From an optimization exercise on the open Yosys and OpenROAD flow, aimed at small area; shortcuts taken in it are not production practice. In this exercise RTL edits were held to simulation tests only and were not proved equivalent to the original. No activity file was given, so power comes from the tool's default toggle rates.

--- design.v ---
`default_nettype none
package aos_sr_responder_pkg;
  localparam logic [63:0] SR_TIMEOUT_DATA = 64'hFFFF_FFFF_FFFF_FFFF;
endpackage
`default_nettype wire
`default_nettype none
module aos_sr_hold_reg #(
  parameter int W     = 64,
  parameter bit RESET = 1'b1    
) (
  input  logic         clk,
  input  logic         rst,
  input  logic         ld,
  input  logic         hold,
  input  logic [W-1:0] d,
  output logic [W-1:0] q
);
  logic [W-1:0] nxt;
  assign nxt = ({W{ld}} & d) | ({W{hold}} & q);
  if (RESET) begin : g_rst
    always_ff @(posedge clk or posedge rst) begin
      if (rst) q <= '0;
      else     q <= nxt;
    end
  end else begin : g_norst
    always_ff @(posedge clk) q <= nxt;
  end
endmodule
module aos_sr_aoi222 #(
  parameter int W = 64
) (
  input  logic         s0, s1, s2,
  input  logic [W-1:0] d0, d1, d2,
  output logic [W-1:0] y
);
  assign y = ~(({W{s0}} & d0) | ({W{s1}} & d1) | ({W{s2}} & d2));
endmodule
module aos_sr_aoi22 #(
  parameter int W = 64
) (
  input  logic         s0, s1,
  input  logic [W-1:0] d0, d1,
  output logic [W-1:0] y
);
  assign y = ~(({W{s0}} & d0) | ({W{s1}} & d1));
endmodule
module aos_sr_onehot_mux #(
  parameter int N = 4,
  parameter int W = 64
) (
  input  logic [N-1:0]   sel,
  input  logic [N*W-1:0] din,
  output logic [W-1:0]   dout
);
  always_comb begin
    dout = '0;
    for (int i = 0; i < N; i++) dout = dout | ({W{sel[i]}} & din[W*i +: W]);
  end
endmodule
module aos_sr_onehot_mux16 #(
  parameter int W = 64
) (
  input  logic [15:0]   sel,
  input  logic [16*W-1:0] din,
  output logic [W-1:0]  dout
);
  logic [W-1:0] t [6];
  for (genvar g = 0; g < 5; g++) begin : g_aoi
    aos_sr_aoi222 #(.W(W)) u_aoi (
      .s0 (sel[3*g]),   .d0 (din[W*(3*g)   +: W]),
      .s1 (sel[3*g+1]), .d1 (din[W*(3*g+1) +: W]),
      .s2 (sel[3*g+2]), .d2 (din[W*(3*g+2) +: W]),
      .y  (t[g])
    );
  end
  assign t[5] = ~({W{sel[15]}} & din[W*15 +: W]);
  assign dout = ~(t[0] & t[1] & t[2] & t[3] & t[4] & t[5]);
endmodule
module aos_sr_responder_fifo #(
  parameter int WIDTH = 65
) (
  input  logic               clk,
  input  logic               rst,
  input  logic               enq,        
  input  logic [WIDTH-1:0]   enq_data,
  input  logic               deq,        
  output logic [4*WIDTH-1:0] slots,      
  output logic [3:0]         rd_sel,     
  output logic               full,
  output logic               empty
);
  logic [2:0] wr_ptr_q, rd_ptr_q;
  logic       do_enq;
  logic [3:0] ld;
  assign empty  = (wr_ptr_q == rd_ptr_q);
  assign full   = (wr_ptr_q[1:0] == rd_ptr_q[1:0]) && (wr_ptr_q[2] != rd_ptr_q[2]);
  assign do_enq = enq && (!full || deq);
  always_ff @(posedge clk or posedge rst) begin
    if (rst) begin
      wr_ptr_q <= '0;
      rd_ptr_q <= '0;
    end else begin
      if (do_enq) wr_ptr_q <= wr_ptr_q + 3'd1;
      if (deq)    rd_ptr_q <= rd_ptr_q + 3'd1;
    end
  end
  for (genvar i = 0; i < 4; i++) begin : g_slot
    assign ld[i]     = do_enq && (wr_ptr_q[1:0] == 2'(i));
    assign rd_sel[i] = (rd_ptr_q[1:0] == 2'(i));
    aos_sr_hold_reg #(.W(WIDTH), .RESET(1'b0)) u_slot (
      .clk  (clk),
      .rst  (rst),
      .ld   (ld[i]),
      .hold (!ld[i]),
      .d    (enq_data),
      .q    (slots[WIDTH*i +: WIDTH])
    );
  end
endmodule
`default_nettype wire
`default_nettype none
module aos_sr_responder (
  input  logic          clk,
  input  logic          rst,
  input  logic          req_valid,
  input  logic          req_iswrite,
  input  logic [31:0]   req_addr,
  input  logic [63:0]   req_data,
  output logic          resp_valid,
  output logic [63:0]   resp_data,
  output logic [1023:0] cfg_regs,
  output logic          app_wr_valid,
  output logic [3:0]    app_wr_idx,
  output logic [63:0]   app_wr_data,
  output logic          app_rd_valid,
  output logic [3:0]    app_rd_idx,
  input  logic          app_rd_ack,
  input  logic [63:0]   app_rd_data,
  output logic          err_sticky,
  output logic [15:0]   drop_count
);
  logic [1023:0] cfg_q;           
  logic        resp_valid_q;
  logic [63:0] resp_data_q;
  logic        app_wr_valid_q;
  logic [3:0]  app_wr_idx_q;
  logic [63:0] app_wr_data_q;
  logic        wait_q;           
  logic [7:0]  timer_q;
  logic        err_q;
  logic [15:0] drop_q;
  logic [3:0]  req_idx;
  logic        in_range, is_cfg, is_app, rd_req, wr_req;
  logic [15:0] cfg_sel;          
  logic [15:0] cfg_we;
  logic [63:0] snap;
  logic [64:0] enq_entry;
  logic [4:0]  head_ctrl;        
  logic [259:0] slots;
  logic [19:0] slots_ctrl;
  logic [255:0] slots_data;
  logic [3:0]  rd_sel, resp_sel;
  logic [63:0] resp_d;
  logic        wait_nack;
  logic [63:0] t_slot, t_app;
  logic        fifo_full, fifo_empty, pop, start_wait, timeout;
  assign req_idx  = req_addr[3:0];
  assign in_range = ~|req_addr[31:5];
  assign is_cfg   = in_range && !req_addr[4];
  assign is_app   = in_range &&  req_addr[4];
  assign rd_req   = req_valid && !req_iswrite;
  assign wr_req   = req_valid &&  req_iswrite;
  always_comb begin
    for (int i = 0; i < 16; i++) cfg_sel[i] = is_cfg && (req_idx == 4'(i));
  end
  aos_sr_onehot_mux16 #(.W(64)) u_snap_mux (
    .sel  (cfg_sel),
    .din  (cfg_q),
    .dout (snap)
  );
  assign enq_entry = {is_app, snap[63:4], snap[3:0] | ({4{is_app}} & req_idx)};
  for (genvar i = 0; i < 16; i++) begin : g_cfg
    assign cfg_we[i] = wr_req && cfg_sel[i];
    aos_sr_hold_reg #(.W(64), .RESET(1'b1)) u_reg (
      .clk  (clk),
      .rst  (rst),
      .ld   (cfg_we[i]),
      .hold (!cfg_we[i]),
      .d    (req_data),
      .q    (cfg_q[64*i +: 64])
    );
  end
  always_ff @(posedge clk or posedge rst) begin
    if (rst) app_wr_valid_q <= 1'b0;
    else     app_wr_valid_q <= wr_req && is_app;
  end
  always_ff @(posedge clk) begin
    app_wr_idx_q  <= req_idx;
    app_wr_data_q <= req_data;
  end
  assign start_wait = !wait_q && !fifo_empty &&  head_ctrl[4];
  assign timeout    = (timer_q == 8'hFF);
  assign pop        = wait_q ? (app_rd_ack || timeout) : (!fifo_empty && !head_ctrl[4]);
  always_ff @(posedge clk or posedge rst) begin
    if (rst) begin
      resp_valid_q <= 1'b0;
      wait_q       <= 1'b0;
      err_q        <= 1'b0;
      drop_q       <= '0;
    end else begin
      resp_valid_q <= pop;
      if (start_wait)  wait_q <= 1'b1;
      else if (pop)    wait_q <= 1'b0;
      if ((wait_q && !app_rd_ack && timeout) || (rd_req && fifo_full && !pop)) err_q <= 1'b1;
      if (rd_req && fifo_full && !pop && drop_q != 16'hFFFF) drop_q <= drop_q + 16'd1;
    end
  end
  always_ff @(posedge clk) begin
    timer_q <= wait_q ? timer_q + 8'd1 : 8'd0;
  end
  assign resp_sel  = rd_sel & {4{!wait_q}};
  assign wait_nack = wait_q && !app_rd_ack;
  aos_sr_aoi222 #(.W(64)) u_resp_aoi0 (
    .s0 (resp_sel[0]), .d0 (slots_data[0   +: 64]),
    .s1 (resp_sel[1]), .d1 (slots_data[64  +: 64]),
    .s2 (resp_sel[2]), .d2 (slots_data[128 +: 64]),
    .y  (t_slot)
  );
  aos_sr_aoi22 #(.W(64)) u_resp_aoi1 (
    .s0 (resp_sel[3]), .d0 (slots_data[192 +: 64]),
    .s1 (wait_q),      .d1 (app_rd_data),
    .y  (t_app)
  );
  assign resp_d = ~(t_slot & t_app & {64{!wait_nack}});
  always_ff @(posedge clk) begin
    resp_data_q <= resp_d;
  end
  aos_sr_responder_fifo #(
    .WIDTH (65)
  ) u_pend_fifo (
    .clk      (clk),
    .rst      (rst),
    .enq      (rd_req),
    .enq_data (enq_entry),
    .deq      (pop),
    .slots    (slots),
    .rd_sel   (rd_sel),
    .full     (fifo_full),
    .empty    (fifo_empty)
  );
  for (genvar i = 0; i < 4; i++) begin : g_split
    assign slots_data[64*i +: 64] = slots[65*i +: 64];
    assign slots_ctrl[5*i +: 5]   = {slots[65*i + 64], slots[65*i +: 4]};
  end
  aos_sr_onehot_mux #(.N(4), .W(5)) u_head_mux (
    .sel  (rd_sel),
    .din  (slots_ctrl),
    .dout (head_ctrl)
  );
  assign cfg_regs     = cfg_q;
  assign resp_valid   = resp_valid_q;
  assign resp_data    = resp_data_q;
  assign app_wr_valid = app_wr_valid_q;
  assign app_wr_idx   = app_wr_idx_q;
  assign app_wr_data  = app_wr_data_q;
  assign app_rd_valid = wait_q;
  assign app_rd_idx   = head_ctrl[3:0];
  assign err_sticky   = err_q;
  assign drop_count   = drop_q;
endmodule
`default_nettype wire
`default_nettype none
module aos_sr_top (
  input  logic          clk,
  input  logic          rst,
  input  logic          sr_req_valid,
  input  logic          sr_req_iswrite,
  input  logic [31:0]   sr_req_addr,
  input  logic [63:0]   sr_req_data,
  output logic          sr_resp_valid,
  output logic [63:0]   sr_resp_data,
  output logic [1023:0] cfg_regs,
  output logic          app_wr_valid,
  output logic [3:0]    app_wr_idx,
  output logic [63:0]   app_wr_data,
  output logic          app_rd_valid,
  output logic [3:0]    app_rd_idx,
  input  logic          app_rd_ack,
  input  logic [63:0]   app_rd_data,
  output logic          err_sticky,
  output logic [15:0]   drop_count
);
  aos_sr_responder u_resp (
    .clk          (clk),
    .rst          (rst),
    .req_valid    (sr_req_valid),
    .req_iswrite  (sr_req_iswrite),
    .req_addr     (sr_req_addr),
    .req_data     (sr_req_data),
    .resp_valid   (sr_resp_valid),
    .resp_data    (sr_resp_data),
    .cfg_regs     (cfg_regs),
    .app_wr_valid (app_wr_valid),
    .app_wr_idx   (app_wr_idx),
    .app_wr_data  (app_wr_data),
    .app_rd_valid (app_rd_valid),
    .app_rd_idx   (app_rd_idx),
    .app_rd_ack   (app_rd_ack),
    .app_rd_data  (app_rd_data),
    .err_sticky   (err_sticky),
    .drop_count   (drop_count)
  );
endmodule
`default_nettype wire
--- flow/run.sh ---
#!/bin/bash
# Layout: the standard ORFS flow (standard.sh, with the standard synthesis unchanged),
# with two changes to how the layout is built:
#  - port buffers use the smallest buffer cell (buf_1) instead of the resizer's default pick;
#  - CTS clusters more sinks per leaf buffer and inserts no dummy balancing loads.
set -euo pipefail
cat >> config.mk <<'EOC'
export BUFFER_PORTS_ARGS = -buffer_cell sky130_fd_sc_hd__buf_1
export CTS_ARGS = -sink_clustering_enable -repair_clock_nets -dont_use_dummy_load -buf_list sky130_fd_sc_hd__clkbuf_16 -sink_clustering_size 30 -sink_clustering_max_diameter 80
EOC
bash standard.sh synth > synth.log 2>&1
bash standard.sh finish > layout.log 2>&1
--- standard.sh ---
#!/bin/bash
# synth_recipe.tcl (not shown) runs the flow's synth.tcl, then flattens the netlist and writes it again
# the make line also repeats each setting of config.mk as NAME=value (left out here)
make -C /OpenROAD-flow-scripts/flow DESIGN_CONFIG=/design/flow/config.mk WORK_HOME=/design/flow/orfs CLKGATE_MAP_FILE= SYNTH_SCRIPT=/design/flow/synth_recipe.tcl "${@:-finish}"
--- config.mk ---
export PLATFORM = sky130hd
export DESIGN_NAME = aos_sr_top
export DESIGN_NICKNAME = aos_sr_top
export VERILOG_FILES = /design/flow/design.v
export SDC_FILE = /design/flow/constraint.sdc
export NUM_CORES = 4
export LEC_CHECK = 0
export CAP_MARGIN = 20
export CORE_MARGIN = 2
export CORE_UTILIZATION = 35
export SLEW_MARGIN = 20
export SYNTH_HIERARCHICAL = 1
export BUFFER_PORTS_ARGS = -buffer_cell sky130_fd_sc_hd__buf_1
export CTS_ARGS = -sink_clustering_enable -repair_clock_nets -dont_use_dummy_load -buf_list sky130_fd_sc_hd__clkbuf_16 -sink_clustering_size 30 -sink_clustering_max_diameter 80
--- constraint.sdc ---
create_clock -name core_clock -period 5.0 [get_ports {clk}]
set_input_delay 1.0000 -clock core_clock [delete_from_list [all_inputs] [get_ports {clk}]]
set_output_delay 1.0000 -clock core_clock [all_outputs]
set_load 0.01 [all_outputs]
==> run summary, run 1 <==
All-Layer GR Usage between 30% and 40%; Rel. slew slack about 16%; combinational share of power about a tenth; crit path max fanout 30; Worst Tran Pin Value 1.26 ns; vias in the first global route 48458; HPWL Detailed about 220 mm; DR vias/cell a little under 7; CP required 5.59 ns; Filler Cells Inserted ~16000; footprint of the multi-input gates approximately 19000 sq um; placed insts between 7000 and 8000; post-layout net count about 5500; Gates resized, CTS repair 0; Hold Path Origin app_rd_data[6]; Synthesis Warnings 13; FF-to-FF path depth 9; Top Ports 1345; RSZ-0062 raised after global routing false; Tcrit/Tclk final between 80 and 90%; met1 WL roughly 110 mm; Overall Power 20.6 mW; Sw Ratio 27.6%; flops & latches, synth between 1000 and 1500; CTS Buf Count 81; RePlAce Congestion just under 1; final slew viol count 0; crit path launch sr_req_addr[10]; r2r startpoint u_resp.u_pend_fifo.wr_ptr_q[2]; hold path cells 3; Post-synth EDFFs 0; hold_buf cts 0; Worst R2R Setup Slack 1.16 ns; Mapped Cells approximately 4100; Post-Layout Cell Count around 7500; Final Util between 30% and 40%; layout cells sized above 1 between 7 and 8%; routed wl met2 roughly 140 mm; Met3 Routed Length around 44 mm; ys async rst share between 70% and 80%; Max IR drop VDD between 0.2 and 0.3 mV; Post-CTS Setup Repair Bufs 0; Congestion Overflow GR 0; sequential group share of total power about 57%; max layer used met5; synth top area cells dfrtp_1, a22o_1, dfxtp_1, buf_6, a222oi_1; Post-Route Setup TNS 0 ns; CP endpoint kind register; starting density of the core 35.2%; Num Clock Sinks 1450; largest net degree at the start of global routing 67; Clk Latency, worst-skew pair 0.76 ns; clk buf depth 3; Synthesized Nets approximately 4300; ANT nets after route 0; Hold EP u_resp.resp_data_q[6]; Fmax achieved ~240 MHz; # rows ~150; final setup fails 0; dominant synthesized flop cell dfrtp_1; Mapped Area between 50000 and 60000 sq um; CTS root buf clkbuf_16; max-cap check violation count 0; clk_skew roughly 0.13 ns; initial antenna violation count 28; synth-to-layout area growth 13.5%; Lkg Pwr roughly 28 nW; CTS tree built; Synth cell types 42; drt initial violations around 11000; first-pass GRT wire length approximately 430 mm; Synth top area share a little under half; Die ar. roughly 170000 sq um; core box area 163000 sq um; port bufs between 1000 and 1500; NetSw between 5 and 6 mW; Seq. cell area approximately 34000 sq um; die height around 410 um; power share of the clock group 33.3%; P_int 14.9 mW; CP Launch Type primary input; Pwr Density around 320 nW/um^2; WL per Instance between 40 and 50 um; DRC 0; clk slew on worst S/H paths approximately 0.12 ns; DR vias around 52000; status no timing/DRC/antenna violations; Synth area leader dfrtp_1; die width 409 um; Clock H-tree levels 3; Fin. Hold Viols 0; syn_area_per_cell 13.9 sq um; Setup CP Type primary input to register; Detailed Route WL 324 mm; drt pass-1 iters 12; Hold Path Class primary input to register; Worst Path Arrival roughly 4.8 ns; Reg-to-Reg End u_resp.u_pend_fifo.g_slot[0].u_slot.q[7]; Final min period 4.20 ns; Seq/Total Area, Yosys around 60%
## metal layers
metal	track usage (%)	vias to the layer above
li1	-	19134
met1	45.5	26597
met2	54.9	5275
met3	12.7	1045
met4	23.9	6
met5	0	-
## through the flow
step	area, sq um	worst slack (ns)	hold slack, ns
after floorplan	57300	1.96	0.437
after global placement	62900	0.129	0.451
after detailed placement	63000	0.123	0.453
after CTS	65000	0.893	0.390
after global routing	65100	0.618	0.447
final	65100	0.796	0.451
## cells in the final DEF (no fill, tap or decap), types with 4 or more instances in the layout
| cell type | count |
|---|---|
| nor2_4 | 24 |
| nand2_4 | 16 |
| clkbuf_16 | 81 |
| buf_2 | 4 |
| clkbuf_2 | 6 |
| a22oi_1 | 62 |
| nor2_1 | 16 |
| buf_1 | 1334 |
| nor3_2 | 4 |
| a21o_1 | 4 |
| nor2b_1 | 4 |
| nand2_1 | 85 |
| buf_4 | 135 |
| dfxtp_1 | 400 |
| dfrtp_1 | 1049 |
| a22o_1 | 1284 |
| nor2b_4 | 4 |
| and3_1 | 68 |
| o21ai_0 | 5 |
| ha_1 | 10 |
| inv_1 | 9 |
| and2_1 | 9 |
| nand4_1 | 71 |
| diode_2 | 17 |
| buf_12 | 46 |
| nor3_1 | 8 |
| xnor2_1 | 9 |
| a22oi_2 | 12 |
| inv_4 | 20 |
| nor4_1 | 8 |
| a222oi_1 | 384 |
| xor2_1 | 15 |
| nand3_1 | 78 |
## power by group through the flow
stage	logic, mW	clock network, mW	registers (mW)
detailed placement	1.93	0	12.0
global route	2.01	7.23	11.8
global placement	1.93	0	12.0
finish	1.98	6.86	11.8
CTS	1.94	6.85	11.8
floorplan	1.03	0	12.0
## logic make-up (layout without fill, tap and decap cells)
group	Yosys count	count (layout)	synth area share [%]
AOI/OAI and AO/OA	1757	1757	27.6
other	0	17	0
and+or+nand+nor	420	420	3.82
adders and majority gates	10	10	0.218
DFF	1450	1450	59.8
muxes	4	4	0.0785
xor gates and xnor gates	24	24	0.367
buffers and inverters	470	1638	8.13
## sequential cells by signal (all words and copies together), names as in the netlist
signal and cells:
u_resp.app_wr_idx_q 4, u_resp.app_wr_data_q 64, u_resp.resp_valid_q 1, u_resp.g_cfg.u_reg.q 1024, u_resp.timer_q 8, u_resp.u_pend_fifo.g_slot.u_slot.q 260, u_resp.resp_data_q 64, u_resp.u_pend_fifo.rd_ptr_q 3
u_resp.app_wr_valid_q 1, u_resp.drop_q 16, u_resp.wait_q 1, u_resp.u_pend_fifo.wr_ptr_q 3, u_resp.err_q 1
## cells in the mapped netlist (2+ instances only)
cell,number
dfxtp_1,400
a22o_1,1284
nand3_1,81
and3_1,71
a22oi_1,62
mux2_2,2
and4_1,2
a21o_1,4
nor4b_1,2
and2_1,9
buf_2,50
xor2_1,15
o41ai_2,2
nand4_1,71
or3_1,3
o21ai_0,5
xnor2_1,9
nand2_1,101
mux2_1,2
nor3_1,12
nor2b_1,8
nand2b_1,4
ha_1,10
nor2_1,40
dfrtp_1,1050
clkbuf_1,10
buf_1,2
a21boi_0,2
or2_2,2
buf_6,378
a22oi_2,12
nor4_1,8
inv_1,30
a222oi_1,384
## worst max-delay path by stage
stage,cells after the start,to,slack [ns]
2_1_floorplan,12,u_resp.u_pend_fifo.g_slot[0].u_slot.q[3],1.96
3_3_place_gp,13,u_resp.u_pend_fifo.g_slot[0].u_slot.q[0],0.13
3_5_place_dp,13,u_resp.u_pend_fifo.g_slot[0].u_slot.q[0],0.12
4_1_cts,13,u_resp.u_pend_fifo.g_slot[0].u_slot.q[0],0.89
5_1_grt,13,u_resp.u_pend_fifo.g_slot[0].u_slot.q[31],0.62
6_report,12,u_resp.u_pend_fifo.g_slot[3].u_slot.q[29],0.80
## final cells by class
| type | instances | area share [%] |
|---|---|---|
| Timing Repair Buffer | 1527 | 10.8 |
| Sequential cell | 1450 | 52.7 |
| Multi-Input combinational cell | 2215 | 28.9 |
| Clock buffer | 81 | 3.11 |
| Tap cell | 2175 | 4.18 |
| Antenna cell | 17 | 0.0653 |
| Inverter | 30 | 0.258 |
## worst max-delay path: stages
cell and delay, ns:
buf_1 0.25, nor4_1 0.33, nand4_1 0.19, nor2_1 0.47, buf_4 0.23, nand3_1 0.31
nor2_4 0.66, buf_12 0.31, buf_4 0.35, a222oi_1 0.14, nand4_1 0.26, a22o_1 0.18
==> run 2: changes to the inputs <==
--- a/config.mk
+++ b/config.mk
@@ -8,6 +8,7 @@
 export CAP_MARGIN = 20
 export CORE_MARGIN = 2
 export CORE_UTILIZATION = 35
+export PLACE_DENSITY = 0.8
 export SLEW_MARGIN = 20
 export SYNTH_HIERARCHICAL = 1
 export BUFFER_PORTS_ARGS = -buffer_cell sky130_fd_sc_hd__buf_1
==> run 2 against run 1 <==
Compared with the run above:
- still clean
- first-iteration DRC count rose by 22%
- count of clock-buffer cells in the layout rose by 1
- global-route usage rose by 0.61 points
- critical path type unchanged
==> run summary, run 2 <==
status no timing/DRC/antenna violations; Sw Ratio 27.7%; Filler Cells Inserted around 16000; drt initial violations between 10000 and 15000; NetSw roughly 5.7 mW; Pwr Density approximately 320 nW/um^2; ys async rst share between 70 and 80%; layout cells sized above 1 between 6 and 7%; largest register by flop count u_resp.g_cfg.u_reg.q; post-layout net count 5468; GRT Max-Usage Layer met2; Fin. Hold Viols 0; Post-CTS Setup Repair Bufs 0; final slew viol count 0; vias in the first global route between 40000 and 50000; footprint of the multi-input gates between 15000 and 20000 sq um; met2 Usage GRT ~54%; CTS tree built; Seq. cell area 34300 sq um; crit path max fanout 23; Num Clock Sinks approximately 1500; power share of the clock group approximately 33%; Synth area leader dfrtp_1; synth-to-layout area growth 13.4%; Regs by FF count u_resp.g_cfg.u_reg.q x1024, u_resp.u_pend_fifo.g_slot.u_slot.q x260; Synth top area share 45.8%; Final Util 40.0%; Die ar. around 170000 sq um; Hold Path Origin u_resp.u_pend_fifo.g_slot[2].u_slot.q[6]; first-pass GRT wire length ~440 mm; die width 409 um; Detailed Route WL between 300 and 400 mm; Congestion Overflow GR 0; syn_area_per_cell roughly 14 sq um; met1 global-route usage between 40 and 50%; final setup fails 0; Top Ports approximately 1300; Mapped Area approximately 57000 sq um; starting density of the core between 30% and 40%; CP required 5.61 ns; # rows about 150; dominant synthesized flop cell dfrtp_1; die height 409 um; RePlAce Congestion roughly 1.1; combinational share of power between 10% and 20%; initial antenna violation count between 50 and 60; sequential group share of total power between 50% and 60%; CTS Buf Count between 80 and 90; Max IR drop VDD around 0.28 mV; Post-synth top cells a22o_1, dfrtp_1, dfxtp_1; flops & latches, synth ~1500; RSZ-0062 raised after global routing false; CP Launch Type primary input; CTS root buf clkbuf_16; synth top area cells dfrtp_1, a22o_1, dfxtp_1, buf_6, a222oi_1; hold_buf cts 0; Setup CP Type primary input to register; placed insts 7380; max-cap check violation count 0; DP Worst Slack -0.188 ns; clk_skew approximately 0.12 ns; post-route cell area 65000 sq um; Worst Tran Pin Value 1.35 ns; Synthesis Warnings 13; met3 Usage GRT a little under a fifth; Worst R2R Setup Slack about 1.0 ns; P_int 15.0 mW; CP endpoint kind register; ANT nets after route 0; Fmax achieved between 200 and 250 MHz; Synth cell types 42; Post-Route Setup TNS 0 ns; Lkg Pwr roughly 28 nW; hold path cells 2; commonest cells after routing, fill and taps aside buf_1, a22o_1, dfrtp_1; WL per Instance 44.0 um; HPWL Detailed ~230 mm; core box area 163000 sq um; Tcrit/Tclk final between 90% and 100%; largest net degree at the start of global routing 67; final worst-path setup slack between 0.3 and 0.4 ns; Clock H-tree levels 3; Hold Path Class register to register; Post-Layout Cell Count 7502; r2r startpoint u_resp.u_pend_fifo.rd_ptr_q[0]; drt pass-1 iters 19; Worst Path Arrival roughly 5.2 ns; Final min period 4.61 ns; DR vias/cell approximately 7.2; Seq/Total Area, Yosys 59.8%; Gates resized, CTS repair 0; DRC 0; cell with the most instances after synthesis a22o_1; port bufs about 1300; Rel. slew slack around a tenth; Overall Power ~21 mW; Largest register FFs approximately 1000; Mapped Cells slightly above 4000; Post-synth EDFFs 0; DP Area 62800 sq um; Synthesized Nets 4310; DR vias roughly 54000; FF-to-FF path depth 10; clk buf depth 3; Clk Latency, worst-skew pair roughly 0.75 ns; Reg-to-Reg End u_resp.u_pend_fifo.g_slot[2].u_slot.q[62]; commonest non-fill, non-tap cell in the layout buf_1; Hold EP u_resp.resp_data_q[6]; clk slew on worst S/H paths 0.11 ns; worst hold slack about 0.44 ns; All-Layer GR Usage ~38%
[run 2: cell types whose count changed in the layout (fill, tap and decap cells not counted), sizes merged]
cell    delta
clkbuf     +6
diode     +19
buf       -18
[run 2: worst max path at each step]
stage / startpoint / end / slack [ns]
floorplan: sr_req_addr[7] / u_resp.u_pend_fifo.g_slot[0].u_slot.q[3] / 1.96
global placement: sr_req_addr[16] / u_resp.u_pend_fifo.g_slot[0].u_slot.q[37] / -1.16
detailed placement: sr_req_addr[11] / u_resp.u_pend_fifo.g_slot[1].u_slot.q[30] / -0.19
CTS: sr_req_addr[11] / u_resp.u_pend_fifo.g_slot[2].u_slot.q[31] / 0.53
global route: sr_req_addr[11] / u_resp.u_pend_fifo.g_slot[0].u_slot.q[31] / 0.26
finish: sr_req_addr[11] / u_resp.u_pend_fifo.g_slot[1].u_slot.q[30] / 0.39
[run 2: cell type report]
| type | instances | area share, % |
|---|---|---|
| Antenna cell | 36 | 0.138 |
| Clock buffer | 82 | 3.15 |
| Inverter | 30 | 0.262 |
| Multi-Input combinational cell | 2215 | 29.0 |
| Sequential cell | 1450 | 52.7 |
| Tap cell | 2175 | 4.18 |
| Timing Repair Buffer | 1514 | 10.6 |
[run 2: power groups by stage]
stage / Clock (mW) / Sequential (mW) / Combinational (mW)
finish: 6.86 / 11.8 / 2.07
global placement: 0 / 12.0 / 1.91
global route: 7.20 / 11.8 / 2.07
detailed placement: 0 / 12.0 / 1.96
floorplan: 0 / 12.0 / 1.03
CTS: 6.81 / 11.8 / 1.96
[run 2: cells by family (layout without fill, tap and decap cells)]
group | after synthesis | count (layout) | synth area share (%)
flops | 1450 | 1450 | 59.8
buf+inv | 470 | 1626 | 8.13
xor+xnor | 24 | 24 | 0.367
fa+ha+maj | 10 | 10 | 0.218
mux | 4 | 4 | 0.0785
compound gates | 1757 | 1757 | 27.6
simple gates | 420 | 420 | 3.82
other cells | 0 | 36 | 0
[run 2: routing by layer]
metal  wire length [um]  vias up
met5                305        -
met4              33400       32
met3              55000     1731
met2             136000     6671
met1             106000    26722
li1                   -    19159
[run 2: critical path, stage by stage]
cell and delay [ns]:
buf_1 0.28, nor4_1 0.75, nand4_1 0.26, nor2_1 0.40
nand3b_1 0.38, nor2_4 0.22, buf_4 0.37, buf_4 0.54
a222oi_1 0.31, and3_1 0.24, nand4_1 0.18, a22o_1 0.18
==> run 3: changes to the inputs <==
--- a/flow/run.sh
+++ b/flow/run.sh
@@ -6,7 +6,7 @@
 set -euo pipefail
 cat >> config.mk <<'EOC'
 export BUFFER_PORTS_ARGS = -buffer_cell sky130_fd_sc_hd__buf_1
-export CTS_ARGS = -sink_clustering_enable -repair_clock_nets -dont_use_dummy_load -buf_list sky130_fd_sc_hd__clkbuf_16 -sink_clustering_size 30 -sink_clustering_max_diameter 80
+export CTS_ARGS = -sink_clustering_enable -repair_clock_nets -dont_use_dummy_load -buf_list sky130_fd_sc_hd__clkbuf_16 -sink_clustering_size 30 -sink_clustering_max_diameter 70
 EOC
 bash standard.sh synth > synth.log 2>&1
 bash standard.sh finish > layout.log 2>&1
==> config.mk (replaced) <==
export PLATFORM = sky130hd
export DESIGN_NAME = aos_sr_top
export DESIGN_NICKNAME = aos_sr_top
export VERILOG_FILES = /design/flow/design.v
export SDC_FILE = /design/flow/constraint.sdc
export NUM_CORES = 4
export LEC_CHECK = 0
export CAP_MARGIN = 20
export CORE_MARGIN = 2
export CORE_UTILIZATION = 35
export SLEW_MARGIN = 20
export SYNTH_HIERARCHICAL = 1
export BUFFER_PORTS_ARGS = -buffer_cell sky130_fd_sc_hd__buf_1
export CTS_ARGS = -sink_clustering_enable -repair_clock_nets -dont_use_dummy_load -buf_list sky130_fd_sc_hd__clkbuf_16 -sink_clustering_size 30 -sink_clustering_max_diameter 70
==> run 3 against run 2 <==
Compared with the run above:
- still clean on timing, DRC and antenna
- global-route usage down 0.65 points
- worst setup slack better by 0.41 ns
- wire length down 2.0%
- sequential power about the same
- sequential cell count unchanged
- clock skew up 0.011 ns
- core utilization up 0.29 points
- synthesized cell count unchanged
- count of clock-buffer cells in the layout up 15
- hold slack better by 0.0095 ns
- via count down 4.1%
- critical endpoint is now u_resp.u_pend_fifo.g_slot[3].u_slot.q[29]
==> run summary, run 3 <==
final setup fails 0; sequential group share of total power around 55%; clk_skew ~0.13 ns; HPWL Detailed 224 mm; Synthesized Nets between 4000 and 5000; CP peak stage delay roughly 0.66 ns; core box area roughly 160000 sq um; synth-to-layout area growth 14.3%; clk slew on worst S/H paths between 0.1 and 0.15 ns; flops & latches, synth around 1500; Lkg Pwr ~28 nW; ANT nets after route 0; Top Ports about 1300; DP Area around 63000 sq um; Num Clock Sinks approximately 1500; Synthesis Warnings 13; Post-Route Setup TNS 0 ns; Sw Ratio between 20% and 30%; hold_buf cts 0; Max IR drop VDD 0.266 mV; CP endpoint kind register; Worst Tran Pin Value 1.24 ns; status no timing/DRC/antenna violations; drt initial violations roughly 11000; Synth top area share a little under half; Die ar. around 170000 sq um; Overall Power 21.3 mW; post-route cell area approximately 66000 sq um; combinational share of power under 10%; Mapped Area around 57000 sq um; Setup CP Type primary input to register; CP delay by family, top simple AND/OR/NAND/NOR gates; Mapped Cells 4135; drt pass-1 iters 12; synth top area cells dfrtp_1, a22o_1, dfxtp_1, buf_6, a222oi_1; Clock H-tree levels 3; CTS Buf Count 97; cell with the most instances after synthesis a22o_1; largest register by flop count u_resp.g_cfg.u_reg.q; Largest register FFs approximately 1000; CP Launch Type primary input; Hold Path Class primary input to register; Filler Cells Inserted between 15000 and 20000; power share of the clock group between 30% and 40%; final slew viol count 0; Post-CTS Setup Repair Bufs 0; CP required 5.62 ns; RePlAce Congestion 0.964; Synth cell types 42; RSZ-0062 raised after global routing false; syn_area_per_cell approximately 14 sq um; All-Layer GR Usage between 30% and 40%; largest net degree at the start of global routing 67; Post-synth top cells a22o_1, dfrtp_1, dfxtp_1; CTS tree built; P_int between 15 and 20 mW; WL per Instance 43.0 um; slowest cell on the critical path nor2_4; crit path max fanout 30; CTS root buf clkbuf_16; buffers and inverters on the worst path 4; max-cap check violation count 0; Seq/Total Area, Yosys between 50% and 60%; Synth area leader dfrtp_1; Detailed Route WL approximately 320 mm; first-pass GRT wire length roughly 430 mm; die height 409 um; commonest non-fill, non-tap cell in the layout buf_1; post-layout net count ~5500; NetSw a little under 6 mW; vias in the first global route between 40000 and 50000; Congestion Overflow GR 0; layout cells sized above 1 under 10%; port bufs about 1300; Pwr Density approximately 330 nW/um^2; Clk Latency, worst-skew pair between 0.7 and 0.8 ns; Post-synth EDFFs 0; initial antenna violation count 27; DRC 0; Fmax achieved ~240 MHz; clk buf depth 3; # rows 148; Fin. Hold Viols 0; starting density of the core 35.2%; Worst Path Arrival ~4.8 ns; Final min period between 4 and 5 ns; DR vias roughly 52000; die width 409 um; DR vias/cell about 6.9; dominant synthesized flop cell dfrtp_1; ys async rst share between 70% and 80%; Gates resized, CTS repair 0; commonest cells after routing, fill and taps aside buf_1, a22o_1, dfrtp_1; Regs by FF count u_resp.g_cfg.u_reg.q x1024, u_resp.u_pend_fifo.g_slot.u_slot.q x260; Tcrit/Tclk final 84.0%; Rel. slew slack 17.2%; worst path cell trace buf_1, nor4_1, nand4_1, nor2_1, buf_4, nand3_1, nor2_4, buf_12, buf_4, a222oi_1, nand4_1, a22o_1
==> run 3: cell types whose count changed in the layout (fill, tap and decap cells not counted), moves of 4 or more <==
cell,previous run,this run
buf_1,1329,1333
buf_12,37,46
buf_4,126,135
clkbuf_16,82,97
clkbuf_2,11,7
diode_2,36,20
==> run 3: layer usage <==
| metal | wire length, um | global-route usage (%) |
|---|---|---|
| met5 | 48 | 0 |
| met3 | 45200 | 13.1 |
| met2 | 139000 | 54.6 |
| met1 | 112000 | 45.2 |
| met4 | 26700 | 24.6 |
==> run 3: through the flow <==
stage	hold slack, ns	utilization (%)	worst slack, ns	instances
floorplan	0.437	-	1.96	4135
global placement	0.451	38.7	0.129	7393
detailed placement	0.453	38.7	0.123	7394
CTS	0.393	40.2	0.870	7491
global route	0.455	40.2	0.593	7507
finish	0.448	40.3	0.798	7515
==> run 3: final cells by class <==
cell class	instances	area (sq um)	share of cell area, %
antenna	20	50.0	0.0764
inverter	30	168	0.256
tap	2175	2720	4.15
clock buffer	97	2430	3.70
sequential	1450	34300	52.3
multi-input combinational	2215	18800	28.7
timing repair buffer	1528	7040	10.7
==> run 3: path summary, 6_finish.rpt <==
path                                                           startpoint                                        end  slack (ns)  cells past startpoint
worst max-delay path                                      sr_req_addr[10]  u_resp.u_pend_fifo.g_slot[3].u_slot.q[29]        0.80                     12
worst min-delay path                                       app_rd_data[6]                      u_resp.resp_data_q[6]        0.45                      3
worst max register to register             u_resp.u_pend_fifo.wr_ptr_q[2]  u_resp.u_pend_fifo.g_slot[1].u_slot.q[52]        1.04                      9
worst min register to register  u_resp.u_pend_fifo.g_slot[3].u_slot.q[47]                     u_resp.resp_data_q[47]        0.45                      2
max in group asynchronous                                             rst                u_resp.g_cfg[2].u_reg.q[58]        2.94                      4
min in group asynchronous                                             rst                u_resp.g_cfg[0].u_reg.q[38]        0.57                      3
==> run 3: cells by family after synthesis <==
kind of cell | synth area share, %
AO/OA/AOI/OAI | 27.6
AND/OR/NAND/NOR | 3.82
adder cells (fa/ha/maj) | 0.218
multiplexers | 0.0785
buffers and inverters | 8.13
XOR/XNOR | 0.367
flip-flops | 59.8
==> run 3: tightest hold or removal path: cells and delay by family <==
kind	cells	cell delay (ns)
compound gates	1	0.05
simple gates	1	0.06
buf+inv	1	0.09
==> run 3: power groups by stage <==
stage	clock network, mW	registers [mW]	logic (mW)
6_report	7.55	11.8	1.98
5_1_grt	7.90	11.8	2.02
4_1_cts	7.53	11.8	1.94
3_5_place_dp	0	12.0	1.93
3_3_place_gp	0	12.0	1.93
2_1_floorplan	0	12.0	1.03
==> run 4: changes to the inputs <==
--- a/flow/run.sh
+++ b/flow/run.sh
@@ -6,7 +6,7 @@
 set -euo pipefail
 cat >> config.mk <<'EOC'
 export BUFFER_PORTS_ARGS = -buffer_cell sky130_fd_sc_hd__buf_1
-export CTS_ARGS = -sink_clustering_enable -repair_clock_nets -dont_use_dummy_load -buf_list sky130_fd_sc_hd__clkbuf_16 -sink_clustering_size 30 -sink_clustering_max_diameter 70
+export CTS_ARGS = -sink_clustering_enable -repair_clock_nets -dont_use_dummy_load -buf_list sky130_fd_sc_hd__clkbuf_16 -sink_clustering_size 25 -sink_clustering_max_diameter 100
 EOC
 bash standard.sh synth > synth.log 2>&1
 bash standard.sh finish > layout.log 2>&1
==> config.mk (replaced) <==
export PLATFORM = sky130hd
export DESIGN_NAME = aos_sr_top
export DESIGN_NICKNAME = aos_sr_top
export VERILOG_FILES = /design/flow/design.v
export SDC_FILE = /design/flow/constraint.sdc
export NUM_CORES = 4
export LEC_CHECK = 0
export CAP_MARGIN = 20
export CORE_MARGIN = 2
export CORE_UTILIZATION = 35
export PLACE_DENSITY = 0.8
export SLEW_MARGIN = 20
export SYNTH_HIERARCHICAL = 1
export BUFFER_PORTS_ARGS = -buffer_cell sky130_fd_sc_hd__buf_1
export CTS_ARGS = -sink_clustering_enable -repair_clock_nets -dont_use_dummy_load -buf_list sky130_fd_sc_hd__clkbuf_16 -sink_clustering_size 25 -sink_clustering_max_diameter 100
==> run 4 against run 3 <==
Compared with the run above:
- clock power fell by 14%
- worst setup slack worse by 0.48 ns
- sequential power about the same
- critical endpoint is now u_resp.u_pend_fifo.g_slot[2].u_slot.q[31]
- largest power group unchanged
- still clean on timing, DRC and antenna
- clock skew shrank 0.012 ns
- largest cell class unchanged
- highest routed layer unchanged
- non-clock buffer count down 12
- global-route usage rose by 0.63 points
- synthesized cell count stayed put
- area after synthesis stayed put
==> run summary, run 4 <==
Final min period ~4.7 ns; Synth Area in Compound Gates 27.6%; DP Area about 63000 sq um; CTS root buf clkbuf_16; core box area about 160000 sq um; Hold Path Class register to register; Tcrit/Tclk final between 90 and 100%; Clk Latency, worst-skew pair just over 0.7 ns; Rel. slew slack 8.70%; Regs by FF count u_resp.g_cfg.u_reg.q x1024, u_resp.u_pend_fifo.g_slot.u_slot.q x260; vias in the first global route between 40000 and 50000; DRC 0; Gates resized, CTS repair 0; Seq. cell area around 34000 sq um; All-Layer GR Usage between 30% and 40%; Post-Synth Adder-Cell Area less than 1%; CTS Buf Count 73; Fmax achieved around 210 MHz; die width 409 um; clk slew on worst S/H paths approximately 0.08 ns; DP Worst Slack -0.188 ns; crit path max fanout 23; CP Launch Type primary input; Synth top area share between 40% and 50%; Worst Tran Pin Value 1.37 ns; drt initial violations about 14000; commonest cells after routing, fill and taps aside buf_1, a22o_1, dfrtp_1; cell with the most instances after synthesis a22o_1; DR vias ~54000; post-route cell area between 60000 and 70000 sq um; synth top area cells dfrtp_1, a22o_1, dfxtp_1, buf_6, a222oi_1; RePlAce Congestion between 1 and 1.5; Pwr Density ~310 nW/um^2; CP required roughly 5.5 ns; Worst R2R Setup Slack 1.00 ns; final slew viol count 0; Die ar. approximately 170000 sq um; RSZ-0062 raised after global routing false; synth-to-layout area growth 13.0%; Filler Cells Inserted between 15000 and 20000; Fin. Hold Viols 0; crit path launch sr_req_addr[11]; Seq/Total Area, Yosys 59.8%; Post-synth top cells a22o_1, dfrtp_1, dfxtp_1; placed insts around 7400; Mapped Cells around 4100; Clock H-tree levels 3; WL per Instance between 40 and 50 um; power share of the clock group roughly a third; final worst-path setup slack 0.317 ns; Synth cell types between 40 and 50; CP endpoint kind register; Synthesized Nets roughly 4300; dominant synthesized flop cell dfrtp_1; syn_area_per_cell between 10 and 15 sq um; Overall Power 20.4 mW; largest register by flop count u_resp.g_cfg.u_reg.q; starting density of the core a little over a third; worst hold slack about 0.43 ns; Worst Path Arrival between 5 and 6 ns; Detailed Route WL approximately 330 mm; Lkg Pwr 27.8 nW; layout cells sized above 1 about 6.8%; footprint of the multi-input gates 18800 sq um; clk buf depth 3; main combinational cell family by area after synthesis compound AO/OA/AOI/OAI gates; Setup CP Type primary input to register; die height a little over 400 um; max-cap check violation count 0; Congestion Overflow GR 0; ANT nets after route 0; drt pass-1 iters 15; Reg-to-Reg End u_resp.u_pend_fifo.g_slot[0].u_slot.q[62]; Post-Layout Cell Count 7491; status no timing/DRC/antenna violations; Largest register FFs 1024; Sw Ratio around 28%; Synth area leader dfrtp_1; Hold EP u_resp.resp_data_q[31]; combinational share of power between 10 and 15%; DR vias/cell ~7.2; final setup fails 0; post-layout net count around 5500; commonest non-fill, non-tap cell in the layout buf_1; # rows approximately 150; HPWL Detailed roughly 230 mm; Num Clock Sinks ~1500; first-pass GRT wire length 438 mm; Max IR drop VDD between 0.2 and 0.3 mV; Synthesis Warnings 13; post-synthesis simple-gate area fraction under 10%; hold path cells 2; ys async rst share 72.4%; post-synthesis mux area share less than 1%; Post-CTS Setup Repair Bufs 0; clk_skew about 0.12 ns; sequential group share of total power between 50 and 60%; hold_buf cts 0; P_int roughly 15 mW; Post-synth EDFFs 0; CTS tree built; Synth Area in XOR/XNOR less than 1%; initial antenna violation count 58; r2r startpoint u_resp.u_pend_fifo.rd_ptr_q[0]; NetSw about 5.7 mW; FF-to-FF path depth 11; port bufs 1344; Mapped Area between 50000 and 60000 sq um; Top Ports around 1300; Hold Path Origin u_resp.u_pend_fifo.g_slot[2].u_slot.q[31]; largest net degree at the start of global routing between 60 and 70; flops & latches, synth about 1500
run 4: cell counts after synthesis:
Identical to the previous run, type by type.
run 4: worst max-delay path, cell delays in order:
cell,delay (ns)
buf_1,0.31
nor4_1,0.78
nand4_1,0.27
nor2_1,0.40
nand3b_1,0.38
nor2_4,0.22
buf_4,0.38
buf_4,0.52
a222oi_1,0.19
and3_1,0.24
nand4_1,0.23
a22o_1,0.19
run 4: per-layer routing:
layer	vias up	routed length (um)	global-route usage, %
li1	19135	-	-
met1	26703	105000	43.4
met2	6674	136000	53.9
met3	1613	56200	18.2
met4	20	32100	27.0
met5	-	177	0.0287
run 4: logic make-up (layout without fill, tap and decap cells):
logic type / after synthesis / in the layout
DFF: 1450 / 1450
AOI/OAI and AO/OA: 1757 / 1757
other: 0 / 32
buffers and inverters: 470 / 1619
muxes: 4 / 4
adders and majority gates: 10 / 10
and+or+nand+nor: 420 / 420
xor gates and xnor gates: 24 / 24
run 4: how the worst max path moves through the flow:
stage / to / slack (ns) / cells past startpoint
CTS: u_resp.u_pend_fifo.g_slot[2].u_slot.q[31] / 0.47 / 12
detailed placement: u_resp.u_pend_fifo.g_slot[1].u_slot.q[30] / -0.19 / 12
global route: u_resp.u_pend_fifo.g_slot[0].u_slot.q[31] / 0.19 / 12
floorplan: u_resp.u_pend_fifo.g_slot[0].u_slot.q[3] / 1.96 / 12
finish: u_resp.u_pend_fifo.g_slot[2].u_slot.q[31] / 0.32 / 12
global placement: u_resp.u_pend_fifo.g_slot[0].u_slot.q[37] / -1.16 / 12
run 4: stage by stage:
| step | TNS (ns) | utilization (%) |
|---|---|---|
| 4_1_cts | 0 | 39.7 |
| 3_5_place_dp | -12.42 | 38.6 |
| 5_1_grt | 0 | 39.8 |
| 3_3_place_gp | -651.48 | 38.5 |
| 6_report | 0 | 39.8 |
| 2_1_floorplan | 0 | - |
run 4: cell type report:
class,count,area share [%]
Sequential cell,1450,52.9
Multi-Input combinational cell,2215,29.1
Timing Repair Buffer,1516,10.6
Tap cell,2175,4.20
Clock buffer,73,2.82
Inverter,30,0.255
Antenna cell,32,0.124
run 4: power groups by stage:
stage	Sequential, mW	Combinational, mW	Clock (mW)
2_1_floorplan	12.0	1.03	0
3_3_place_gp	12.0	1.91	0
3_5_place_dp	12.0	1.96	0
4_1_cts	11.8	1.96	6.47
5_1_grt	11.8	2.07	6.84
6_report	11.8	2.07	6.53
==> run 5: changes to the inputs <==
--- a/config.mk
+++ b/config.mk
@@ -8,7 +8,6 @@
 export CAP_MARGIN = 20
 export CORE_MARGIN = 2
 export CORE_UTILIZATION = 35
-export PLACE_DENSITY = 0.8
 export SLEW_MARGIN = 20
 export SYNTH_HIERARCHICAL = 1
 export BUFFER_PORTS_ARGS = -buffer_cell sky130_fd_sc_hd__buf_1
==> run 5 against run 4 <==
Compared with the run above:
- global-route usage decreased by 0.64 points
- critical path type unchanged
- register-to-register slack improved by 0.20 ns
- non-clock buffer count increased by 13
- sequential cell count unchanged
- final cell count unchanged
- first-iteration DRC count decreased by 23%
- area after synthesis unchanged
- wire length decreased by 1.8%
- combinational power decreased by 4%
- clock skew decreased by 0.011 ns
- via count decreased by 3.9%
- still clean
- core utilization about the same
==> run summary, run 5 <==
Gates resized, CTS repair 0; Synthesis Warnings 13; # rows about 150; Die ar. between 150000 and 200000 sq um; met1 WL approximately 110 mm; CTS Buf Count 71; HPWL Detailed approximately 220 mm; DRC 0; layout cells sized above 1 between 6 and 7%; Mapped Area 57300 sq um; clk slew on worst S/H paths roughly 0.10 ns; Final min period between 4 and 5 ns; post-layout net count roughly 5500; Seq/Total Area, Yosys between 50 and 60%; Post-synth top cells a22o_1, dfrtp_1, dfxtp_1; flops & latches, synth between 1000 and 1500; Synth top area share 45.8%; CTS tree built; Num Clock Sinks around 1500; Fin. Hold Viols 0; crit path max fanout 52; Detailed Route WL about 320 mm; final slew viol count 0; Lkg Pwr 27.8 nW; CP required 5.64 ns; CP endpoint kind register; cell with the most instances after synthesis a22o_1; die width 409 um; Mapped Cells a little over 4000; ANT nets after route 0; largest net degree at the start of global routing 67; hold_buf cts 0; All-Layer GR Usage approximately 37%; CTS root buf clkbuf_16; Hold Path Class register to register; commonest cells after routing, fill and taps aside buf_1, a22o_1, dfrtp_1; final setup fails 0; Pwr Density around 310 nW/um^2; Fmax achieved around 240 MHz; Rel. slew slack 16.9%; Overall Power 20.3 mW; Post-Layout Cell Count roughly 7500; Tcrit/Tclk final a little over four fifths; Top Ports around 1300; Max IR drop VDD 0.243 mV; dominant synthesized flop cell dfrtp_1; starting density of the core a little over a third; synth top area cells dfrtp_1, a22o_1, dfxtp_1, buf_6, a222oi_1; Met3 Routed Length around 44 mm; ys async rst share 72.4%; Worst Tran Pin Value 1.25 ns; worst hold slack between 0.4 and 0.5 ns; Regs by FF count u_resp.g_cfg.u_reg.q x1024, u_resp.u_pend_fifo.g_slot.u_slot.q x260; Post-Route Setup TNS 0 ns; Synth area leader dfrtp_1; commonest non-fill, non-tap cell in the layout buf_1; first-pass GRT wire length ~430 mm; routed wl met2 roughly 140 mm; synth-to-layout area growth 13.1%; drt initial violations roughly 11000; core box area 163000 sq um; Largest register FFs just over 1000; status no timing/DRC/antenna violations; clk buf depth 3; syn_area_per_cell about 14 sq um; largest register by flop count u_resp.g_cfg.u_reg.q; CP Launch Type primary input; Post-synth EDFFs 0; RePlAce Congestion roughly 0.96; RSZ-0062 raised after global routing false; drt pass-1 iters 17; Synth cell types 42; Congestion Overflow GR 0; die height 409 um; Setup CP Type primary input to register; Synthesized Nets about 4300; Clk Latency, worst-skew pair 0.73 ns; clk_skew between 0.1 and 0.15 ns; max layer used met5; initial antenna violation count 27; Worst Path Arrival a little under 5 ns; Post-CTS Setup Repair Bufs 0; Clock H-tree levels 3; max-cap check violation count 0; WL per Instance 43.2 um; DR vias 52047; placed insts between 7000 and 8000; port bufs 1344; DR vias/cell around 7; vias in the first global route between 40000 and 50000
-- run 5: power breakdown --
part	internal, mW	switching (mW)	total (mW)
clock network	2.56	3.93	6.49
logic	0.307	1.68	1.99
registers	11.7	0.0536	11.8
total	14.6	5.66	20.3
-- run 5: per-layer routing --
| layer | global-route usage [%] | vias to the layer above |
|---|---|---|
| met5 | 0.144 | - |
| met2 | 54.7 | 5319 |
| li1 | - | 19133 |
| met3 | 12.7 | 1113 |
| met4 | 24.3 | 10 |
| met1 | 45.4 | 26472 |
-- run 5: final cells by class --
cell class              instances  area, sq um
fillers                     15796        97900
flip-flops and latches       1450        34300
multi-input cells            2215        18800
repair buffers               1529         7050
well taps                    2175         2720
clock buffers                  71         1780
inverters                      30          168
diodes                         21         52.6
-- run 5: path summary, 6_finish.rpt --
path | slack, ns | depth (start not counted) | endpoint | from
setup / recovery | 0.78 | 13 | u_resp.u_pend_fifo.g_slot[1].u_slot.q[46] | sr_req_addr[10]
hold / removal | 0.48 | 1 | u_resp.u_pend_fifo.g_slot[2].u_slot.q[33] | u_resp.u_pend_fifo.g_slot[2].u_slot.q[33]
setup reg to reg | 1.20 | 11 | u_resp.u_pend_fifo.g_slot[0].u_slot.q[62] | u_resp.u_pend_fifo.rd_ptr_q[0]
hold reg to reg | 0.48 | 1 | u_resp.u_pend_fifo.g_slot[2].u_slot.q[33] | u_resp.u_pend_fifo.g_slot[2].u_slot.q[33]
max in group asynchronous | 2.90 | 4 | u_resp.g_cfg[2].u_reg.q[52] | rst
min in group asynchronous | 0.63 | 3 | u_resp.u_pend_fifo.wr_ptr_q[2] | rst
-- run 5: cell families (layout without fill, tap and decap cells) --
| kind of cell | count (synthesis) | count (layout) | share of synthesized area [%] |
|---|---|---|---|
| DFF | 1450 | 1450 | 59.8 |
| buffers and inverters | 470 | 1630 | 8.13 |
| xor gates and xnor gates | 24 | 24 | 0.367 |
| other | 0 | 21 | 0 |
| and+or+nand+nor | 420 | 420 | 3.82 |
| adders and majority gates | 10 | 10 | 0.218 |
| AOI/OAI and AO/OA | 1757 | 1757 | 27.6 |
| muxes | 4 | 4 | 0.0785 |
-- run 5: through the flow --
| stage | util [%] | area (sq um) | worst slack (ns) |
|---|---|---|---|
| floorplan | - | 57300 | 1.96 |
| global placement | 38.7 | 62900 | 0.129 |
| detailed placement | 38.7 | 63000 | 0.123 |
| CTS | 39.8 | 64700 | 0.829 |
| global route | 39.8 | 64900 | 0.609 |
| finish | 39.9 | 64900 | 0.781 |
-- run 5: critical path, stage by stage --
cell	delay (ns)
buf_1	0.24
nor4_1	0.33
nand4_1	0.19
nor2_1	0.48
buf_4	0.23
nand3_1	0.31
nor3_2	0.34
buf_12	0.34
buf_4	0.30
a222oi_1	0.15
and3_1	0.24
nand4_1	0.22
a22o_1	0.19
==> run 6: changes to the inputs <==
==> run.sh (new file) <==
#!/bin/bash
# synth_recipe.tcl (not shown) runs the flow's synth.tcl, then flattens the netlist and writes it again
# the make line also repeats each setting of config.mk as NAME=value (left out here)
make -C /OpenROAD-flow-scripts/flow DESIGN_CONFIG=/design/flow/config.mk WORK_HOME=/design/flow/orfs CLKGATE_MAP_FILE= SYNTH_SCRIPT=/design/flow/synth_recipe.tcl finish
==> config.mk (replaced) <==
export PLATFORM = sky130hd
export DESIGN_NAME = aos_sr_top
export DESIGN_NICKNAME = aos_sr_top
export VERILOG_FILES = /design/flow/design.v
export SDC_FILE = /design/flow/constraint.sdc
export NUM_CORES = 4
export LEC_CHECK = 0
export CAP_MARGIN = 20
export CORE_MARGIN = 2
export CORE_UTILIZATION = 35
export CTS_BUF_LIST = sky130_fd_sc_hd__clkbuf_16
export CTS_CLUSTER_DIAMETER = 80
export CTS_CLUSTER_SIZE = 30
export SLEW_MARGIN = 20
export SYNTH_HIERARCHICAL = 1
removed: flow/run.sh
removed: standard.sh
==> run 6 against run 5 <==
Compared with the run above:
- clock power increased by 32%
- global-route usage increased by 1.7 points
- critical path depth decreased by 1
- non-clock buffer count decreased by 14
- core utilization increased by 5.9 points
- first-iteration DRC count decreased by 1.4%
- critical endpoint is now u_resp.u_pend_fifo.g_slot[1].u_slot.q[22]
- highest routed layer unchanged
- via count decreased by 0.51%
- still clean on timing, DRC and antenna
- clock skew decreased by 0.051 ns
- wire length increased by 3.9%
- final cell count increased by 0.92%
- final area increased by 15%
- critical path type unchanged
==> run summary, run 6 <==
status no timing/DRC/antenna violations; DR vias/cell ~6.8; DR vias roughly 52000; Synth area leader dfrtp_1; clk slew on worst S/H paths roughly 0.090 ns; Hold Path Class register to register; CTS root buf clkbuf_16; syn_area_per_cell 13.9 sq um; first-pass GRT wire length ~450 mm; DP Worst Slack -0.0615 ns; Clock H-tree levels 3; Synth cell types 42; final worst-path setup slack slightly above 0.5 ns; commonest non-fill, non-tap cell in the layout clkdlybuf4s50_1; CTS Buf Count 83; largest net degree at the start of global routing 67; Regs by FF count u_resp.g_cfg.u_reg.q x1024, u_resp.u_pend_fifo.g_slot.u_slot.q x260; Synthesized Nets around 4300; crit path max fanout 34; final setup fails 0; DRC 0; r2r startpoint u_resp.u_pend_fifo.rd_ptr_q[0]; Sw Ratio between 30% and 40%; synth top area cells dfrtp_1, a22o_1, dfxtp_1, buf_6, a222oi_1; vias in the first global route 48385; Synthesis Warnings 13; footprint of the multi-input gates 18800 sq um; final slew viol count 0; Top Ports between 1000 and 1500; layout cells sized above 1 ~7.8%; WL per Instance ~44 um; sequential group share of total power 52.4%; Mapped Cells slightly above 4000; Hold Path Origin u_resp.timer_q[0]; RePlAce Congestion slightly above 0.9; Post-CTS Setup Repair Bufs 0; Final min period about 4.5 ns; Lkg Pwr 31.5 nW; Rel. slew slack 19.1%; Worst Path Arrival 5.15 ns; CP Launch Type primary input; Overall Power about 22 mW; Max IR drop VDD 0.255 mV; Clk Latency, worst-skew pair roughly 0.75 ns; crit path to u_resp.u_pend_fifo.g_slot[1].u_slot.q[22]; Gates resized, CTS repair 0; Mapped Area 57300 sq um; Worst Tran Pin Value between 1 and 1.5 ns; CP required approximately 5.7 ns; # rows between 100 and 150; cell with the most instances after synthesis a22o_1; worst hold slack around 0.48 ns; Post-synth EDFFs 0; All-Layer GR Usage a little under 40%; Reg-to-Reg End u_resp.u_pend_fifo.g_slot[1].u_slot.q[20]; P_int around 16 mW; Post-synth top cells a22o_1, dfrtp_1, dfxtp_1; commonest cells after routing, fill and taps aside clkdlybuf4s50_1, a22o_1, dfrtp_1; CTS tree built; die height 409 um; FF-to-FF path depth 11; Detailed Route WL 336 mm; port bufs 1344; Fin. Hold Viols 0; core box area roughly 160000 sq um; largest register by flop count u_resp.g_cfg.u_reg.q; synth-to-layout area growth 29.9%; Seq/Total Area, Yosys about three fifths; Worst R2R Setup Slack ~1.4 ns; Num Clock Sinks approximately 1500; RSZ-0062 raised after global routing false; die width roughly 410 um; Post-Route Setup TNS 0 ns; starting density of the core a little over a third; post-layout net count about 5500; Congestion Overflow GR 0; NetSw 6.75 mW; initial antenna violation count 42; Largest register FFs around 1000; HPWL Detailed ~230 mm; ANT nets after route 0; Synth top area share 45.8%; power share of the clock group 38.2%; drt pass-1 iters 13; clk buf depth 3; ys async rst share a little over 70%; Pwr Density slightly above 300 nW/um^2; clk_skew between 0.05 and 0.06 ns; Tcrit/Tclk final 89.9%; dominant synthesized flop cell dfrtp_1; Setup CP Type primary input to register; Seq. cell area 34300 sq um; drt initial violations 10867; combinational share of power a little under a tenth; CP endpoint kind register; Die ar. roughly 170000 sq um; flops & latches, synth around 1500; Fmax achieved approximately 220 MHz; max-cap check violation count 0; Filler Cells Inserted ~15000; hold_buf cts 0; crit path launch sr_req_addr[10]
## run 6: cell count changes in the layout (fill, tap and decap cells not counted), moves of 9 or more
cell / change
inv_16: +9
clkbuf_16: +13
clkinv_8: +14
inv_12: +11
buf_1: -1334
buf_4: -11
clkdlybuf4s50_1: +1343
## run 6: per-stage QoR
step	instances	util, %	instance area (sq um)
finish	7560	45.8	74500
global route	7558	45.8	74500
CTS	7540	45.7	74500
detailed placement	7385	43.8	71300
global placement	7385	43.8	71300
floorplan	4135	-	57300
## run 6: cell type report
class | instances | share of cell area [%]
Tap cell | 2175 | 3.65
Multi-Input combinational cell | 2215 | 25.3
Timing Repair Buffer | 1515 | 20.5
Inverter | 30 | 0.220
Clock buffer | 84 | 2.82
Antenna cell | 20 | 0.0672
Sequential cell | 1450 | 46.0
Clock inverter | 71 | 1.42
## run 6: worst min-delay path by stage
stage,slack [ns],end,cells after the start
after floorplan,0.44,u_resp.timer_q[0],1
after global placement,0.45,u_resp.u_pend_fifo.g_slot[1].u_slot.q[12],1
after detailed placement,0.45,u_resp.u_pend_fifo.g_slot[2].u_slot.q[9],1
after CTS,0.48,u_resp.u_pend_fifo.g_slot[2].u_slot.q[18],1
after global routing,0.49,u_resp.u_pend_fifo.g_slot[2].u_slot.q[9],1
final,0.48,u_resp.timer_q[0],1
## run 6: layer usage
layer | part of all wire [%] | GRT usage, % | wire length, um
met4 | 7.7 | 24.5 | 26000
met1 | 36 | 47.5 | 120000
met2 | 44 | 58.8 | 149000
met3 | 12 | 11.9 | 41500
met5 | 0.037 | 0.0575 | 123
## run 6: power by group through the flow
stage	Clock (mW)	Sequential (mW)	Combinational, mW
after detailed placement	0	12.0	2.08
after CTS	8.61	11.8	2.09
after global placement	0	12.0	2.06
after floorplan	0	12.0	1.03
final	8.59	11.8	2.12
after global routing	9.00	11.8	2.16
## run 6: kinds of logic (layout without fill, tap and decap cells)
logic type,after synthesis,count (layout),synth area share (%)
compound gates,1757,1757,27.6
buf+inv,470,1700,8.13
simple gates,420,420,3.82
other cells,0,20,0
mux,4,4,0.0785
xor+xnor,24,24,0.367
flops,1450,1450,59.8
fa+ha+maj,10,10,0.218
## run 6: critical path, stage by stage
cell and delay [ns]:
clkdlybuf4s50_1 0.64, nor4_1 0.36, nand4_1 0.22, nor2_1 0.63
nand3_1 0.49, nor3_2 0.33, buf_12 0.36, buf_4 0.21
a222oi_1 0.14, and3_1 0.35, nand4_1 0.24, a22o_1 0.16

-- what the ideal ports hide --
Ports are ideal in the flow. The routed layouts listed here were re-timed in OpenROAD.
Step 1 assumes that a clkbuf_16 drives the clock port and a buf_2 every other input.
Step 2, shift: input delay + t, output delay - t, t = (earliest + latest rising clock arrival at the registers) / 2. This alone moves slack from input paths to output paths.
Slacks: no drivers / after step 1 / after step 2; pairs: no drivers / after step 1.
run	t, ns	setup WS [ns]	hold slack, ns	clock arrival spread, ns
run 1	0.779	0.796 / 0.854 / 0.074	0.451 / 0.454 / 0.457	0.152 / 0.153
run 2	0.761	0.393 / 0.409 / -0.352	0.438 / 0.438 / 0.438	0.139 / 0.139
run 3	0.799	0.798 / 0.854 / 0.055	0.448 / 0.445 / 0.452	0.137 / 0.137
run 4	0.735	0.317 / 0.324 / -0.411	0.430 / 0.430 / 0.430	0.134 / 0.134
run 5	0.763	0.781 / 0.838 / 0.075	0.477 / 0.477 / 0.477	0.112 / 0.112
run 6	0.815	0.506 / 0.559 / -0.256	0.478 / 0.478 / 0.478	0.066 / 0.065
Met with ideal ports but missed after step 2: setup timing in run 2, run 4 and run 6. The setup slack of run 6, which loses most, moves by +0.053 ns with the drivers and by -0.762 ns with both steps.
